This design comes from an exercise in tuning for small area on the open sky130 flow, not from production work. Function was checked by simulation only, so behaviour that the tests miss may differ from the original. Power and IR drop assume default switching activity.

$ cat flow/config.mk
export PLATFORM = sky130hd
export DESIGN_NAME = hash_table
export DESIGN_NICKNAME = hash_table
export VERILOG_FILES = /design/flow/design.v
export SDC_FILE = /design/flow/constraint.sdc
export NUM_CORES = 4
export LEC_CHECK = 0
export CAP_MARGIN = 0
export CORE_MARGIN = 2
export CORE_UTILIZATION = 60
export PLACE_DENSITY = 0.7
export SLEW_MARGIN = 0
$ cat flow/constraint.sdc
create_clock -name core_clock -period 6.0 [get_ports {clk}]
set_input_delay 1.2000 -clock core_clock [delete_from_list [all_inputs] [get_ports {clk}]]
set_output_delay 1.2000 -clock core_clock [all_outputs]
set_load 0.01 [all_outputs]
$ cat flow/design.v
`default_nettype none
module h3_hash (
    input  wire [8-1:0]    key_i,
    input  wire [(8 * 3)-1:0] matrix_i,
    output reg  [3-1:0]    adr_o
);
    integer b;
    always @(*) begin
        adr_o = {3{1'b0}};
        for (b = 0; b < 8; b = b + 1) begin
            if (key_i[b]) begin
                adr_o = adr_o ^ matrix_i[b*3 +: 3];
            end
        end
    end
endmodule
`default_nettype wire
`default_nettype none
module hash_table (
    input  wire                       clk,
    input  wire                       rst_n_i,
    input  wire                       ready_i,
    input  wire [(1 + 2 + 8 + 16)-1:0]   req_i,
    input  wire [(4 * (8 * 3))-1:0]    h3_matrix_i,
    output wire [(1 + 2 + 16 + 4)-1:0]  resp_o
);
    localparam NT    = 4;
    localparam AW    = 3;
    localparam SLOTS = 2 ** 3;
    localparam NE    = NT * SLOTS;
    localparam KW    = 8;
    localparam DW    = 16;
    localparam IW    = ((4 > 1) ? $clog2(4) : 1);
    localparam PW    = IW + AW;
    localparam CW    = KW - 1;
    wire            req_valid = req_i[((1 + 2 + 8 + 16) - 1)];
    wire [1:0]      req_op    = req_i[(8 + 16) +: 2];
    wire [KW-1:0]   req_key   = req_i[(16) +: KW];
    wire [DW-1:0]   req_data  = req_i[0 +: DW];
    reg  [NE-1:0]     valid_q;
    reg  [NE*CW-1:0]  key_q;     
    reg  [NT-1:0]     aux_q;     
    reg  [NE*DW-1:0]  data_q;
    wire [NT*AW-1:0]  adr;
    reg  [NE-1:0]     sel;
    reg  [NT-1:0]     ent_valid;
    reg  [NT*CW-1:0]  ent_key;
    reg  [NT*CW-1:0]  ckey;
    reg  [NT-1:0]     hzero;
    reg               nz;
    reg  [NT-1:0]     hit_t;
    reg  [NT-1:0]     free_t;
    genvar g;
    generate
        for (g = 0; g < NT; g = g + 1) begin : g_hash
            h3_hash hash_0 (
                .key_i    (req_key),
                .matrix_i (h3_matrix_i[g*(8 * 3) +: (8 * 3)]),
                .adr_o    (adr[g*AW +: AW])
            );
        end
    endgenerate
    integer t, s, j;
    always @(*) begin
        for (t = 0; t < NT; t = t + 1) begin
            nz = 1'b0;
            for (j = 0; j < CW; j = j + 1) begin
                nz = nz | (|h3_matrix_i[t*(8 * 3) + j*AW +: AW]);
                ckey[t*CW + j] = nz ? req_key[j+1] : req_key[j];
            end
            hzero[t] = !(nz | (|h3_matrix_i[t*(8 * 3) + CW*AW +: AW]));
        end
    end
    always @(*) begin
        for (t = 0; t < NT; t = t + 1) begin
            ent_valid[t]          = 1'b0;
            ent_key[t*CW +: CW]   = {CW{1'b0}};
            for (s = 0; s < SLOTS; s = s + 1) begin
                sel[t*SLOTS + s] = (adr[t*AW +: AW] == s);
                if (sel[t*SLOTS + s]) begin
                    ent_valid[t]        = ent_valid[t] | valid_q[t*SLOTS + s];
                    ent_key[t*CW +: CW] = ent_key[t*CW +: CW] | key_q[(t*SLOTS + s)*CW +: CW];
                end
            end
            hit_t[t]  = ent_valid[t] && (ent_key[t*CW +: CW] == ckey[t*CW +: CW]) &&
                        (!hzero[t] || aux_q[t] == req_key[KW-1]);
            free_t[t] = !ent_valid[t];
        end
    end
    reg           hit;
    reg           any_free;
    reg [NT-1:0]  first_free;
    reg [IW-1:0]  hit_idx;
    reg [AW-1:0]  hit_adr;
    always @(*) begin
        hit        = |hit_t;
        any_free   = |free_t;
        first_free = {NT{1'b0}};
        hit_idx    = {IW{1'b0}};
        hit_adr    = {AW{1'b0}};
        for (t = NT - 1; t >= 0; t = t - 1) begin
            if (free_t[t]) first_free = {NT{1'b0}} | ({{(NT-1){1'b0}}, 1'b1} << t);
        end
        for (t = 0; t < NT; t = t + 1) begin
            if (hit_t[t]) begin
                hit_idx = hit_idx | t;
                hit_adr = hit_adr | adr[t*AW +: AW];
            end
        end
    end
    wire en     = ready_i;
    wire is_rd  = (req_op == 2'd1);
    wire is_wr  = (req_op == 2'd2);
    wire is_del = (req_op == 2'd3);
    wire do_wr  = en && req_valid && is_wr && !hit && any_free;
    wire do_del = en && req_valid && is_del && hit;
    integer e;
    always @(posedge clk) begin
        for (e = 0; e < NE; e = e + 1) begin
            if (en && !valid_q[e]) begin
                key_q[e*CW +: CW]  <= ckey[(e / SLOTS)*CW +: CW];
                data_q[e*DW +: DW] <= req_data;
            end
        end
        for (t = 0; t < NT; t = t + 1) begin
            if (en && !valid_q[t*SLOTS]) begin
                aux_q[t] <= req_key[KW-1];
            end
        end
    end
    always @(posedge clk or negedge rst_n_i) begin
        if (!rst_n_i) begin
            valid_q <= {NE{1'b0}};
        end else begin
            for (e = 0; e < NE; e = e + 1) begin
                if (do_wr && first_free[e / SLOTS] && sel[e]) begin
                    valid_q[e] <= 1'b1;
                end else if (do_del && hit_t[e / SLOTS] && sel[e]) begin
                    valid_q[e] <= 1'b0;
                end
            end
        end
    end
    wire          fail = is_wr ? (hit || !any_free) : (is_rd || is_del) ? !hit : 1'b0;
    reg           r1_valid, r2_valid;
    reg  [1:0]    r1_op, r2_op;
    reg           r1_fail, r2_fail;
    reg  [PW-1:0] r1_ptr, r2_ptr;
    always @(posedge clk or negedge rst_n_i) begin
        if (!rst_n_i) begin
            r1_valid <= 1'b0;
            r2_valid <= 1'b0;
        end else if (en) begin
            r1_valid <= req_valid;
            r2_valid <= r1_valid;
        end
    end
    always @(posedge clk) begin
        if (en) begin
            r1_op   <= req_op;
            r1_fail <= fail;
            r1_ptr  <= {hit_idx, hit_adr[AW-1:1], is_wr ? hit : hit_adr[0]};
            r2_op   <= r1_op;
            r2_fail <= r1_fail;
            r2_ptr  <= r1_ptr;
        end
    end
    wire          rd_hit = (r2_op == 2'd1) && !r2_fail;
    reg  [DW-1:0] rd_data;
    always @(*) begin
        rd_data = {DW{1'b0}};
        for (e = 0; e < NE; e = e + 1) begin
            if (rd_hit && r2_ptr == e) rd_data = rd_data | data_q[e*DW +: DW];
        end
    end
    wire [4-1:0] status;
    assign status[3]    = r2_fail && (r2_op == 2'd1);
    assign status[2] = r2_fail && (r2_op == 2'd2) && r2_ptr[0];
    assign status[1]      = r2_fail && (r2_op == 2'd2) && !r2_ptr[0];
    assign status[0]  = r2_fail && (r2_op == 2'd3);
    assign resp_o = {r2_valid, r2_op, rd_data, status};
endmodule
`default_nettype wire
$ cat flow/flow/run.sh
#!/bin/bash
# The standard ORFS layout (standard.sh) with these layout choices changed:
#  - synthesis maps the logic with an area-oriented abc script (flow/synth.tcl, flow/abc_area.script);
#    everything else in it is synth_recipe.tcl, and the registers are the standard synthesis's
#  - port buffers are buf_1 cells (every port still gets its own buffer)
#  - CTS clusters up to 18 sinks (diameter 70 um) per leaf buffer and inserts no dummy loads
# The full make output goes to flow_make.log; ORFS keeps each step's log under orfs/logs/.
set -euo pipefail
cd "$(dirname "$0")/.."
export MY_ABC_SCRIPT=$PWD/flow/abc_area.script
bash standard.sh \
  "SYNTH_SCRIPT=$PWD/flow/synth.tcl" \
  "BUFFER_PORTS_ARGS=-buffer_cell sky130_fd_sc_hd__buf_1" \
  "CTS_ARGS=-sink_clustering_enable -repair_clock_nets -dont_use_dummy_load -sink_clustering_size 18 -sink_clustering_max_diameter 70 -buf_list {sky130_fd_sc_hd__clkbuf_8 sky130_fd_sc_hd__clkbuf_16}" \
  finish > flow_make.log 2>&1
$ cat flow/flow/abc_area.script
&get -n
&st
&syn3
&dch
&nf -R 1000
&put
$ cat flow/flow/synth.tcl
proc synth {args} { yosys synth -nofsm -noshare {*}$args }
# synth_recipe.tcl with the abc call given an area-oriented mapping script (flow/abc_area.script).
# Registers are mapped (dfflibmap) before abc, so they are the same as in the standard synthesis.
proc abc {args} {
  set i [lsearch -exact $args -script]
  if { $i >= 0 && [info exists ::env(MY_ABC_SCRIPT)] } { lset args [expr {$i + 1}] $::env(MY_ABC_SCRIPT) }
  yosys abc {*}$args
}
source $::env(SCRIPTS_DIR)/synth.tcl
# left out here: clear keep_hierarchy, flatten, clean up, hide names made inside functions, write 1_2_yosys.v
$ cat flow/standard.sh
#!/bin/bash
# synth_recipe.tcl (not shown) runs the flow's synth.tcl, then flattens the netlist and writes it again
# the make line also repeats each setting of config.mk as NAME=value (left out here)
make -C /OpenROAD-flow-scripts/flow DESIGN_CONFIG=/design/flow/config.mk WORK_HOME=/design/flow/orfs CLKGATE_MAP_FILE= SYNTH_SCRIPT=/design/flow/synth_recipe.tcl "${@:-finish}"
==> metrics.csv, run 1 <==
metric,value,unit
clock_sink_count,790,
routed_wirelength,75.3,mm
tightestPinTransition,1370,ps
globalplace.congestion,0.904,
ant_nets,0,
cts.clk_slew.worst_paths,70,ps
drc,0,
dieWidth,229,µm
final-seq-area,23600,µm²
synth_top_area_share,74.5,%
slowest_delay,500,ps
syn2layout_area_growth,11.8,%
combPwrFrac,16.0,%
cts_tree,yes,
p_int,8.94,mW
cp.arrival,6140,ps
end_kind,flop,
startpoint_type,primary input,
slew_headroom,8.54,%
synth.area.top_cells,"edfxtp_1 (74%), a22oi_1 (4.0%), a222oi_1 (3.4%)",
finalClockSkew,28.8,ps
crit_slowest_cell,or4_1,
switching_power,3.17,mW
port_buffers,148,
place_hpwl,48.1,mm
htree_num_levels,2,
cts-root-buf,clkbuf_16,
p_per_area,355,nW/µm²
grt-ovfl-total,0,
setup_violations,0,
multiInputGateArea,6900,µm²
period_share,94.0,%
final_area,34100,µm²
synth-seq-area-share,77.3,%
power.leakage,11.3,nW
post_drt_via_cell_ratio,6.55,
vias,18500,
rsz0062_at_grt,no,
cts_setup_buffers,0,
min_path_type,flop to flop,
drive_gt1_share,9.21,%
switching_share,26.2,%
hold_viol,0,
synthArstFlopShare,4.30,%
p_seq_share,58.3,%
path_class,primary input to flop,
postSynthAreaPerCell,16.5,µm²
synth_flop_cell,edfxtp_1,
synthDistinctLibCells,40,
global_route.usage.total,28.7,%
clk_path_buf_depth,3,
placed_cell_area,32800,µm²
synth_most_common_cell,edfxtp_1,
cp_max_fo,8,
drtIter0Drc,2427,
period_minus_slack,5640,ps
dieArea,52600,µm²
post_cts_resized,0,
ys_ff_latch,790,
power,12.1,mW
num_antenna_cells,0,
cp_data_required_time,6500,ps
cap_violations,0,
syn-cell-area,30500,µm²
postCtsHoldBufs,0,
syn_inst,1844,
power.share.clock,25.8,%
clk_latency,600,ps
cts-buffers-inserted,50,
core.rowCount,82,
antenna_found_initial,1,
io_pins,149,
slew_viol_final,0,
ys_warn_count,2,
die_y,229,µm
drt-pass1-iter-count,9,
initial_core_util,60.8,%
syn_nets,1970,
status,timing/DRC/antenna clean,
fillerInstances,3352,
ir_drop,0.211,mV
path_cells,buf_1 -> nor3_1 -> nand2_1 -> or4_1 -> or4_1 -> nor4_1 -> nand2_1 -> or4_1 -> mux2i_1 -> xor2_1 -> and4b_1 -> nand4_1 -> nand2_1 -> nor2_1 -> o21ai_0 -> nor2_1 -> buf_4 -> nand3_1 -> o21ai_0,
core_region_area,50200,µm²
grt_pass1_wl,112,mm
routedWlPerCell,26.7,µm
synth_top_cell_by_area,edfxtp_1,
fin_nets,2277,
grt_pass1_vias,18100,
synth_common_cells,"edfxtp_1 (756), nand2_1 (170), a22oi_1 (161)",
timing.fmax,177,MHz
grt_start_max_net_pins,55,
synth-edff-count,756,
==> final timing paths <==
kind | from | to | slack, ps | cells after the start
setup / recovery | h3_matrix_i[1] | valid_q[31]$_DFFE_PN0P_ | 360 | 19
hold / removal | r1_op[1]$_DFFE_PP_ | r2_op[1]$_DFFE_PP_ | 420 | 0
setup reg to reg | key_q[9]$_DFFE_PP_ | valid_q[31]$_DFFE_PN0P_ | 2780 | 12
hold reg to reg | r1_op[1]$_DFFE_PP_ | r2_op[1]$_DFFE_PP_ | 420 | 0
max in group asynchronous | rst_n_i | valid_q[31]$_DFFE_PN0P_ | 4740 | 1
min in group asynchronous | rst_n_i | r2_valid$_DFFE_PN0P_ | 700 | 1
==> worst max-delay path: cells and delay by family <==
family	cells	cell delay (ps)
AOI/OAI and AO/OA	2	440
xor gates and xnor gates	1	180
buffers and inverters	2	260
muxes	1	390
and+or+nand+nor	13	3670
==> layout make-up <==
class | instances | area share [%]
Clock buffer | 50 | 3.67
Inverter | 45 | 0.496
Multi-Input combinational cell | 1008 | 20.2
Sequential cell | 790 | 69.1
Tap cell | 672 | 2.47
Timing Repair Buffer | 256 | 4.02
==> metal layers <==
metal / vias up / track usage (%) / share of wire (%)
met1: 9223 / 40.0 / 39
met4: 2 / 8.75 / 2.9
li1: 8160 / - / -
met3: 125 / 3.85 / 8.7
met5: - / 0 / 0.013
met2: 973 / 47.8 / 49
==> cell usage in the layout (no fill, tap or decap), drive strengths merged, types with 18 or more instances in the layout <==
| cell | netlist | routed |
|---|---|---|
| a21oi | 19 | 19 |
| nor2b | 40 | 40 |
| buf | 1 | 254 |
| xor2 | 18 | 18 |
| o21ai | 69 | 69 |
| or4 | 19 | 19 |
| nand3 | 21 | 21 |
| clkinv | 45 | 45 |
| a221oi | 31 | 31 |
| a22oi | 161 | 161 |
| a222oi | 105 | 105 |
| edfxtp | 756 | 756 |
| dfrtp | 34 | 34 |
| xnor2 | 100 | 100 |
| nand2 | 170 | 170 |
| clkbuf | 0 | 52 |
| nand4 | 60 | 60 |
| nor2 | 74 | 74 |
==> power by group through the flow <==
| stage | combinational, mW | sequential [mW] | clock (mW) |
|---|---|---|---|
| global route | 2.10 | 7.11 | 3.33 |
| finish | 1.93 | 7.06 | 3.12 |
| detailed placement | 1.91 | 7.18 | 0 |
| floorplan | 1.12 | 7.11 | 0 |
| global placement | 1.87 | 7.14 | 0 |
| CTS | 1.92 | 7.06 | 3.14 |
==> cell families after synthesis <==
family / count (synthesis) / synth area share [%]
compound gates: 410 / 10.4
simple gates: 451 / 7.32
flops: 790 / 77.3
mux: 29 / 1.02
buf+inv: 46 / 0.579
xor+xnor: 118 / 3.39
==> through the flow <==
step	instances	setup TNS (ps)	worst slack, ps	hold WS [ps]	util [%]
2_1_floorplan	1844	0	640	400	-
3_3_place_gp	2771	0	68.9	402	65.4
3_5_place_dp	2771	-178	-34.8	405	65.4
4_1_cts	2821	0	520	422	67.9
5_1_grt	2821	0	20.4	428	67.9
6_report	2821	0	360	419	67.9
==> flip-flops by register name (all words and copies together), names as in the netlist <==
| name | flops |
|---|---|
| aux_q | 4 |
| data_q | 512 |
| key_q | 224 |
| r1_fail | 1 |
| r1_op | 2 |
| r1_ptr | 5 |
| r1_valid | 1 |
| r2_fail | 1 |
| r2_op | 2 |
| r2_ptr | 5 |
| r2_valid | 1 |
| valid_q | 32 |
==> run 2, diff against run 1 <==
==> flow/flow/run.sh (replaced) <==
#!/bin/bash
# The standard ORFS layout (standard.sh) with these layout choices changed:
#  - synthesis maps the logic with an area-oriented abc script (flow/synth.tcl, flow/abc_area.script);
#    everything else in it is synth_recipe.tcl, and the registers are the standard synthesis's
#  - port buffers are buf_1 cells (every port still gets its own buffer)
#  - CTS clusters up to 20 sinks (diameter 70 um) per clkbuf_8 leaf buffer and inserts no dummy loads
# The full make output goes to flow_make.log; ORFS keeps each step's log under orfs/logs/.
set -euo pipefail
cd "$(dirname "$0")/.."
export MY_ABC_SCRIPT=$PWD/flow/abc_area.script
bash standard.sh \
  "SYNTH_SCRIPT=$PWD/flow/synth.tcl" \
  "BUFFER_PORTS_ARGS=-buffer_cell sky130_fd_sc_hd__buf_1" \
  "CTS_ARGS=-sink_clustering_enable -repair_clock_nets -dont_use_dummy_load -sink_clustering_size 20 -sink_clustering_max_diameter 70 -buf_list sky130_fd_sc_hd__clkbuf_8" \
  finish > flow_make.log 2>&1
==> metrics.csv, run 2 <==
metric,value,unit
status,timing/DRC/antenna clean,
layout_common_cells,"edfxtp_1 (756), nand2_1 (170), a22oi_1 (161), buf_1 (146), buf_4 (108)",
synth.area.top_cells,"edfxtp_1 (74%), a22oi_1 (4.0%), a222oi_1 (3.4%)",
grt_start_max_net_pins,55,
period_minus_slack,5540,ps
setup_tns,0,ps
cp_max_fo,8,
cts.clk_slew.worst_paths,120,ps
power.leakage,11.0,nW
synth_most_common_cell,edfxtp_1,
synth_flop_cell,edfxtp_1,
clock_sink_count,790,
drive_gt1_share,9.04,%
synthDistinctLibCells,40,
postSynthAreaPerCell,16.5,µm²
synthArstFlopShare,4.30,%
drt-pass1-iter-count,10,
cp.arrival,6100,ps
htree_num_levels,2,
ant_nets,0,
timing.fmax,180,MHz
synth-seq-area-share,77.3,%
initial_core_util,60.8,%
io_pins,149,
synth_top_area_share,74.5,%
fillerInstances,3435,
globalplace.congestion,0.904,
cts-buffers-inserted,46,
die_y,229,µm
core_region_area,50200,µm²
core.rowCount,82,
p_per_area,335,nW/µm²
setup_violations,0,
clk_path_buf_depth,3,
rsz0062_at_grt,no,
rrSetupSlack,2790,ps
ys_ff_latch,790,
port_buffers,148,
grt_pass1_vias,18000,
synth_common_cells,"edfxtp_1 (756), nand2_1 (170), a22oi_1 (161)",
syn-cell-area,30500,µm²
top_regs,"data_q (512), key_q (224), valid_q (32)",
startpoint_type,primary input,
cp_data_required_time,6560,ps
grt-ovfl-total,0,
place_hpwl,48.1,mm
end_kind,flop,
routed_wirelength,74.9,mm
synth-edff-count,756,
period_share,92.4,%
cap_violations,0,
antenna_found_initial,2,
global_route.usage.total,28.6,%
hold_ws,399,ps
post_cts_resized,0,
slew_viol_final,0,
final-seq-area,23600,µm²
postCtsHoldBufs,0,
syn_inst,1844,
cts_tree,yes,
cts_setup_buffers,0,
multiInputGateArea,6900,µm²
dieArea,52600,µm²
syn_nets,1970,
dieWidth,229,µm
tightestPinTransition,1380,ps
grt_pass1_wl,112,mm
clk_latency,690,ps
syn2layout_area_growth,9.77,%
min_path_type,flop to flop,
fin_nets,2273,
routedWlPerCell,26.6,µm
path_class,primary input to flop,
finalClockSkew,89.0,ps
ys_warn_count,2,
largest-register,data_q,
synth_top_cell_by_area,edfxtp_1,
slew_headroom,8.25,%
cts-root-buf,clkbuf_8,
drc,0,
largest_reg_flops,512,
hold_viol,0,
final_common_cell,edfxtp_1,
vias,18400,
ir_drop,0.179,mV
post_drt_via_cell_ratio,6.54,
drtIter0Drc,2556,
-- run 2: report_power, final --
group / internal, mW / switching (mW) / total [mW]
clock: 0.694 / 1.52 / 2.22
sequential: 6.84 / 0.214 / 7.05
combinational: 0.622 / 1.31 / 1.93
total: 8.15 / 3.04 / 11.2
-- run 2: critical path: stages --
cell,delay [ps]
buf_1,100
nor3_1,280
nand2_1,140
or4_1,460
or4_1,480
nor4_1,450
nand2_1,180
or4_1,500
mux2i_1,390
xor2_1,170
and4b_1,230
nand4_1,230
nand2_1,100
nor2_1,240
o21ai_0,170
nor2_1,140
buf_4,150
nand3b_1,220
o21ai_0,270
-- run 2: cells by family (layout without fill, tap and decap cells) --
kind of cell	Yosys count	count (layout)	synth area share, %
flip-flops	790	790	77.3
AND/OR/NAND/NOR	451	451	7.32
AO/OA/AOI/OAI	410	410	10.4
XOR/XNOR	118	118	3.39
buffers and inverters	46	347	0.579
multiplexers	29	29	1.02
other	0	1	0
-- run 2: area by class of cell --
cell class,instances,share of cell area (%)
Multi-Input combinational cell,1008,20.6
Sequential cell,790,70.4
Clock buffer,46,1.89
Tap cell,672,2.51
Timing Repair Buffer,256,4.09
Antenna cell,1,0.00748
Inverter,45,0.505
-- run 2: path summary, 6_finish.rpt --
check | from | to | cells after the start
setup / recovery | h3_matrix_i[1] | valid_q[10]$_DFFE_PN0P_ | 19
hold / removal | r1_ptr[2]$_DFFE_PP_ | r2_ptr[2]$_DFFE_PP_ | 0
setup reg to reg | key_q[9]$_DFFE_PP_ | valid_q[10]$_DFFE_PN0P_ | 12
hold reg to reg | r1_ptr[2]$_DFFE_PP_ | r2_ptr[2]$_DFFE_PP_ | 0
max in group asynchronous | rst_n_i | valid_q[0]$_DFFE_PN0P_ | 1
min in group asynchronous | rst_n_i | valid_q[1]$_DFFE_PN0P_ | 1
-- run 2: per-layer routing --
layer	global-route usage, %	wire length [µm]	up-vias
li1	-	-	8132
met2	47.4	36700	905
met3	3.26	5800	122
met1	39.8	30000	9269
met5	0	15	-
met4	9.92	2370	2
-- run 2: per-stage QoR --
| stage | total power [mW] | utilization [%] | instances | setup slack [ps] | area, µm² |
|---|---|---|---|---|---|
| after floorplan | 8.23 | - | 1844 | 640 | 30500 |
| after global placement | 9.02 | 65.4 | 2771 | 68.9 | 32800 |
| after detailed placement | 9.09 | 65.4 | 2771 | -34.8 | 32800 |
| after global routing | 11.6 | 66.7 | 2818 | 132 | 33500 |
| final | 11.2 | 66.7 | 2818 | 458 | 33500 |
| after CTS | 11.2 | 66.7 | 2817 | 604 | 33500 |
==> run 3, diff against run 2 <==
==> flow/flow/run.sh (replaced) <==
#!/bin/bash
# The standard ORFS layout (standard.sh) with these layout choices changed:
#  - synthesis maps the logic with an area-oriented abc script (flow/synth.tcl, flow/abc_area.script);
#    everything else in it is synth_recipe.tcl, and the registers are the standard synthesis's
#  - port buffers are buf_1 cells (every port still gets its own buffer)
#  - CTS clusters up to 18 sinks (diameter 60 um) per clkbuf_8 leaf buffer and inserts no dummy loads
# The full make output goes to flow_make.log; ORFS keeps each step's log under orfs/logs/.
set -euo pipefail
cd "$(dirname "$0")/.."
export MY_ABC_SCRIPT=$PWD/flow/abc_area.script
bash standard.sh \
  "SYNTH_SCRIPT=$PWD/flow/synth.tcl" \
  "BUFFER_PORTS_ARGS=-buffer_cell sky130_fd_sc_hd__buf_1" \
  "CTS_ARGS=-sink_clustering_enable -repair_clock_nets -dont_use_dummy_load -sink_clustering_size 18 -sink_clustering_max_diameter 60 -buf_list sky130_fd_sc_hd__clkbuf_8" \
  finish > flow_make.log 2>&1
==> flow/flow/abc_area.script (replaced) <==
&get -n
&st
&syn3
&dch
&nf -R 2000 -C 32
&put
--- a/flow/config.mk
+++ b/flow/config.mk
@@ -7,6 +7,6 @@
 export LEC_CHECK = 0
 export CAP_MARGIN = 0
 export CORE_MARGIN = 2
-export CORE_UTILIZATION = 60
-export PLACE_DENSITY = 0.7
+export CORE_UTILIZATION = 75
+export PLACE_DENSITY = 0.85
 export SLEW_MARGIN = 0
==> metrics.csv, run 3 <==
metric,value,unit
status,timing/DRC/antenna clean,
clock_sink_count,790,
post_drt_via_cell_ratio,7.27,
grt_pass1_wl,113,mm
routedWlPerCell,29.0,µm
layout_setup_ws,275,ps
grt-ovfl-total,0,
cts.clk_slew.worst_paths,110,ps
synthAdderAreaFrac,0,%
dieArea,42200,µm²
vias,19200,
postSynthAreaPerCell,16.7,µm²
drc,0,
synth_top_family_by_area,compound AO/OA/AOI/OAI gates,
cts_tree,yes,
syn2layout_area_growth,9.30,%
synth.area.top_cells,"edfxtp_1 (75%), a222oi_1 (4.0%), a22oi_1 (3.8%)",
grt_start_max_net_pins,52,
synth_common_cells,"edfxtp_1 (756), nand2_1 (167), a22oi_1 (154)",
initial_core_util,76.3,%
layout_common_cells,"edfxtp_1 (756), nand2_1 (167), a22oi_1 (154), buf_1 (143), a222oi_1 (122)",
setup_violations,0,
drive_gt1_share,9.14,%
dieWidth,205,µm
core.rowCount,73,
fin_nets,2240,
synth_top_cell_by_area,edfxtp_1,
synth_most_common_cell,edfxtp_1,
cp_max_fo,16,
drt-pass1-iter-count,10,
multiInputGateArea,6900,µm²
path_class,flop to output port,
final_common_cell,edfxtp_1,
synth-edff-count,756,
port_buffers,148,
synth_compound_area_share,10.3,%
synthDistinctLibCells,40,
syn-cell-area,30400,µm²
slew_viol_final,0,
clk_latency,710,ps
grt_pass1_vias,19200,
place_hpwl,47.7,mm
synth_top_area_share,74.7,%
power.leakage,11.0,nW
hold_viol,0,
drtIter0Drc,3302,
largest_reg_flops,512,
layout.cells.non_filler,2637,
path_cells,nor4b_1 -> nand3_1 -> nor2_2 -> a222oi_1 -> nand4_1 -> or3_1 -> buf_1,
syn_inst,1819,
tightestPinTransition,1300,ps
synth-seq-area-share,77.5,%
syn_nets,1945,
num_antenna_cells,0,
period_minus_slack,5730,ps
cp.arrival,4530,ps
post-place-ws,-485,ps
die_y,205,µm
ir_drop,0.263,mV
p_per_area,341,nW/µm²
crit_slowest_cell,nor4b_1,
period_share,95.4,%
timing.fmax,175,MHz
min_path_type,flop to flop,
final-seq-area,23600,µm²
core_region_area,39800,µm²
globalplace.congestion,0.899,
slew_headroom,13.3,%
synth_mux_area_share,1.01,%
cts-root-buf,clkbuf_8,
cp_data_required_time,4800,ps
io_pins,149,
synth_xor_xnor_area_share,3.28,%
routed_wirelength,76.4,mm
ys_ff_latch,790,
rsz0062_at_grt,no,
ys_warn_count,2,
synth_flop_cell,edfxtp_1,
top_regs,"data_q (512), key_q (224), valid_q (32)",
slowest_delay,1030,ps
global_route.usage.total,37.1,%
dp_cells,2585,
ant_nets,0,
clk_path_buf_depth,3,
postCtsHoldBufs,0,
finalClockSkew,72.7,ps
synthSimpleGateAreaFrac,7.48,%
cap_violations,0,
cts-buffers-inserted,51,
htree_num_levels,2,
end_kind,output port,
synthArstFlopShare,4.30,%
antenna_found_initial,0,
startpoint_type,flop,
largest-register,data_q,
fillerInstances,1946,
[run 3: critical path: cells and delay by family, from the launching register on]
kind,cells,cell delay (ps)
simple gates,5,2890
flops,1,530
compound gates,1,240
buf+inv,1,170
[run 3: layout make-up]
cell class,count,area share [%]
inverters,35,0.395
multi-input cells,993,20.8
clock buffers,51,2.11
repair buffers,243,3.86
well taps,525,1.98
flip-flops and latches,790,70.9
[run 3: stage by stage]
step	area (µm²)	hold WS, ps	total power [mW]	setup TNS, ps	utilization [%]
after floorplan	30400	400	8.21	0	-
after global placement	32500	402	8.98	-10250	81.6
after detailed placement	32500	405	9.11	-12340	81.6
after CTS	33200	398	11.3	0	83.4
after global routing	33200	402	11.7	0	83.4
final	33200	400	11.3	0	83.4
[run 3: cells by family after synthesis]
logic type                count (synthesis)
xor gates and xnor gates                114
and+or+nand+nor                         462
DFF                                     790
AOI/OAI and AO/OA                       389
muxes                                    28
buffers and inverters                    36
[run 3: path summary, 6_finish.rpt]
path | start | to | slack, ps | cells past startpoint
max | r2_op[1]$_DFFE_PP_ | resp_o[7] | 270 | 7
max in group asynchronous | rst_n_i | valid_q[9]$_DFFE_PN0P_ | 4740 | 1
min in group asynchronous | rst_n_i | valid_q[1]$_DFFE_PN0P_ | 660 | 1
min reg2reg | r1_ptr[3]$_SDFFCE_PP1P_ | r2_ptr[3]$_DFFE_PP_ | 400 | 0
max reg2reg | valid_q[23]$_DFFE_PN0P_ | valid_q[10]$_DFFE_PN0P_ | 2790 | 10
min | r1_ptr[3]$_SDFFCE_PP1P_ | r2_ptr[3]$_DFFE_PP_ | 400 | 0
[run 3: power by group]
part | internal (mW) | switching, mW | total [mW]
Combinational | 0.605 | 1.36 | 1.96
Clock | 0.764 | 1.52 | 2.28
Sequential | 6.85 | 0.247 | 7.10
Total | 8.22 | 3.12 | 11.3
[run 3: metal layers]
metal	up-vias	global-route usage [%]	part of all wire [%]
li1	8074	-	-
met1	9262	48.3	33
met2	1603	61.0	49
met3	235	8.06	13
met4	0	17.3	4.7
met5	-	0	0
[run 3: timing repair]
action                     CTS  global route
setup endpoints to repair    0            32
resized for setup            0             2
buffers inserted             0             0
==> run 4, diff against run 3 <==
--- a/flow/config.mk
+++ b/flow/config.mk
@@ -7,6 +7,6 @@
 export LEC_CHECK = 0
 export CAP_MARGIN = 0
 export CORE_MARGIN = 2
-export CORE_UTILIZATION = 75
-export PLACE_DENSITY = 0.85
+export CORE_UTILIZATION = 70
+export PLACE_DENSITY = 0.8
 export SLEW_MARGIN = 0
==> metrics.csv, run 4 <==
metric,value,unit
globalplace.congestion,0.919,
antenna_found_initial,0,
num_antenna_cells,0,
drive_gt1_share,9.28,%
dieWidth,212,µm
hold_viol,0,
synth-seq-area-share,77.5,%
drt-pass1-iter-count,9,
grt_pass1_wl,111,mm
syn_inst,1819,
synth.area.top_cells,"edfxtp_1 (75%), a222oi_1 (4.0%), a22oi_1 (3.8%)",
power.share.clock,20.2,%
syn-cell-area,30400,µm²
place_hpwl,47.5,mm
cts_tree,yes,
grt_pass1_vias,18700,
drc,0,
layout_common_cells,"edfxtp_1 (756), nand2_1 (167), a22oi_1 (154), buf_1 (146), a222oi_1 (122)",
synthDistinctLibCells,40,
largest_reg_flops,512,
hold_ws,428,ps
cp_data_required_time,4800,ps
p_per_area,340,nW/µm²
synth-edff-count,756,
clk_latency,680,ps
dieArea,45100,µm²
switching_power,3.08,mW
period_minus_slack,5750,ps
port_buffers,148,
cp_max_fo,16,
cp.arrival,4550,ps
synthArstFlopShare,4.30,%
syn_nets,1945,
vias,19000,
synth_common_cells,"edfxtp_1 (756), nand2_1 (167), a22oi_1 (154)",
slew_viol_final,0,
htree_num_levels,2,
largest-register,data_q,
die_y,212,µm
post_cts_resized,0,
end_kind,output port,
rsz0062_at_grt,no,
routed_wirelength,75.0,mm
rrSetupSlack,2840,ps
synth_most_common_cell,edfxtp_1,
synth_top_area_share,74.7,%
status,timing/DRC/antenna clean,
fillerInstances,2481,
grt_start_max_net_pins,52,
ant_nets,0,
synth_flop_cell,edfxtp_1,
postSynthAreaPerCell,16.7,µm²
setup_violations,0,
postCtsHoldBufs,0,
global_route.usage.total,33.9,%
switching_share,27.2,%
syn2layout_area_growth,9.61,%
cts-root-buf,clkbuf_8,
cts.clk_slew.worst_paths,110,ps
power.leakage,11.0,nW
final-seq-area,23600,µm²
initial_core_util,70.7,%
drtIter0Drc,3127,
synth_top_cell_by_area,edfxtp_1,
ys_warn_count,2,
fin_nets,2241,
top_regs,"data_q (512), key_q (224), valid_q (32)",
core.rowCount,76,
final_common_cell,edfxtp_1,
combPwrFrac,17.2,%
core_region_area,43000,µm²
p_seq_share,62.6,%
startpoint_type,flop,
ys_ff_latch,790,
finalClockSkew,50.5,ps
tightestPinTransition,1350,ps
multiInputGateArea,6920,µm²
min_path_type,flop to flop,
cts_setup_buffers,0,
io_pins,149,
clock_sink_count,790,
final_core_util,77.5,%
cts-buffers-inserted,51,
ir_drop,0.270,mV
p_int,8.24,mW
timing.fmax,174,MHz
path_class,flop to output port,
grt-ovfl-total,0,
period_share,95.9,%
routedWlPerCell,27.8,µm
clk_path_buf_depth,3,
post_drt_via_cell_ratio,7.03,
slew_headroom,10.3,%
cap_violations,0,
[run 4: cell counts after synthesis]
Identical to the previous run, type by type.
[run 4: path summary, 6_finish.rpt]
kind / start / end / depth (start not counted)
setup / recovery: r2_fail$_DFFE_PP_ / resp_o[5] / 8
hold / removal: r1_op[1]$_DFFE_PP_ / r2_op[1]$_DFFE_PP_ / 0
setup reg to reg: valid_q[23]$_DFFE_PN0P_ / valid_q[11]$_DFFE_PN0P_ / 10
hold reg to reg: r1_op[1]$_DFFE_PP_ / r2_op[1]$_DFFE_PP_ / 0
max in group asynchronous: rst_n_i / valid_q[7]$_DFFE_PN0P_ / 1
min in group asynchronous: rst_n_i / valid_q[2]$_DFFE_PN0P_ / 1
[run 4: layer usage]
metal  part of all wire (%)  up-vias  GRT usage [%]
li1                       -     8089              -
met1                     36     9347           46.7
met2                     49     1347           55.5
met3                     11      171           5.83
met4                    3.6        0           12.3
met5                      0        -              0
[run 4: power groups by stage]
| stage | sequential [mW] | clock, mW | combinational (mW) |
|---|---|---|---|
| 3_5_place_dp | 7.20 | 0 | 1.91 |
| 2_1_floorplan | 7.11 | 0 | 1.09 |
| 6_report | 7.08 | 2.29 | 1.94 |
| 5_1_grt | 7.14 | 2.47 | 2.09 |
| 4_1_cts | 7.08 | 2.29 | 1.92 |
| 3_3_place_gp | 7.15 | 0 | 1.85 |
[run 4: through the flow]
step / setup slack (ps) / power, mW / setup TNS [ps] / instance area [µm²] / std cells
after global routing: 115 / 11.7 / 0 / 33300 / 2698
after floorplan: 713 / 8.21 / 0 / 30400 / 1819
after global placement: -311 / 9.01 / -8590 / 32600 / 2647
after CTS: 92.4 / 11.3 / 0 / 33300 / 2698
final: 247 / 11.3 / 0 / 33300 / 2698
after detailed placement: -570 / 9.11 / -15410 / 32600 / 2647
[run 4: area by class of cell]
class | instances | share of cell area [%]
clock buffer | 51 | 2.11
timing repair buffer | 244 | 3.84
sequential | 790 | 70.7
inverter | 35 | 0.394
multi-input combinational | 993 | 20.8
tap | 585 | 2.20
[run 4: cell families after synthesis]
family | share of synthesized area (%)
DFF | 77.5
and+or+nand+nor | 7.48
AOI/OAI and AO/OA | 10.3
xor gates and xnor gates | 3.28
buffers and inverters | 0.457
muxes | 1.01
[run 4: critical path, stage by stage, from the launching register on]
cell and delay [ps]:
edfxtp_1 520, nor4b_1 1040, nand3_1 410, nor2_2 920, a222oi_1 270, nand4_1 330, nor2_1 110, nand4_1 100
buf_1 160

-- afterwards: timing with drivers on the ports --
No port has a modelled driver above. Below, the same layouts with a new extraction and two added sets of constraints. Step 1 (the two cells are an assumption about what drives the block):
set clk [get_ports {clk}]
set_driving_cell -lib_cell sky130_fd_sc_hd__clkbuf_16 $clk
set_driving_cell -lib_cell sky130_fd_sc_hd__buf_2 [delete_from_list [all_inputs] $clk]
Step 2 moves the port delays by t, midway between the first and last clock arrival at a register: inputs arrive t later, outputs are due t later. That takes back most of the time a late clock gives input paths. Three values: ideal, step 1, step 2; two values: the first two.
| run | shift t [ns] | slack for setup (ns) | worst data-port slew with drivers (ns) | cell pins on the clock port's net |
|---|---|---|---|---|
| run 1 | 0.653 | 0.360 / 0.396 / -0.257 | 0.08 | 1 |
| run 2 | 0.701 | 0.458 / 0.489 / -0.212 | 0.08 | 1 |
| run 3 | 0.725 | 0.275 / 0.220 / -0.171 | 0.06 | 1 |
| run 4 | 0.707 | 0.247 / 0.191 / -0.276 | 0.04 | 1 |
With both steps, setup timing fails in every run listed, where it was met with ideal ports. The setup slack of run 2, which loses most, moves by +0.031 ns with the drivers and by -0.670 ns with both steps.
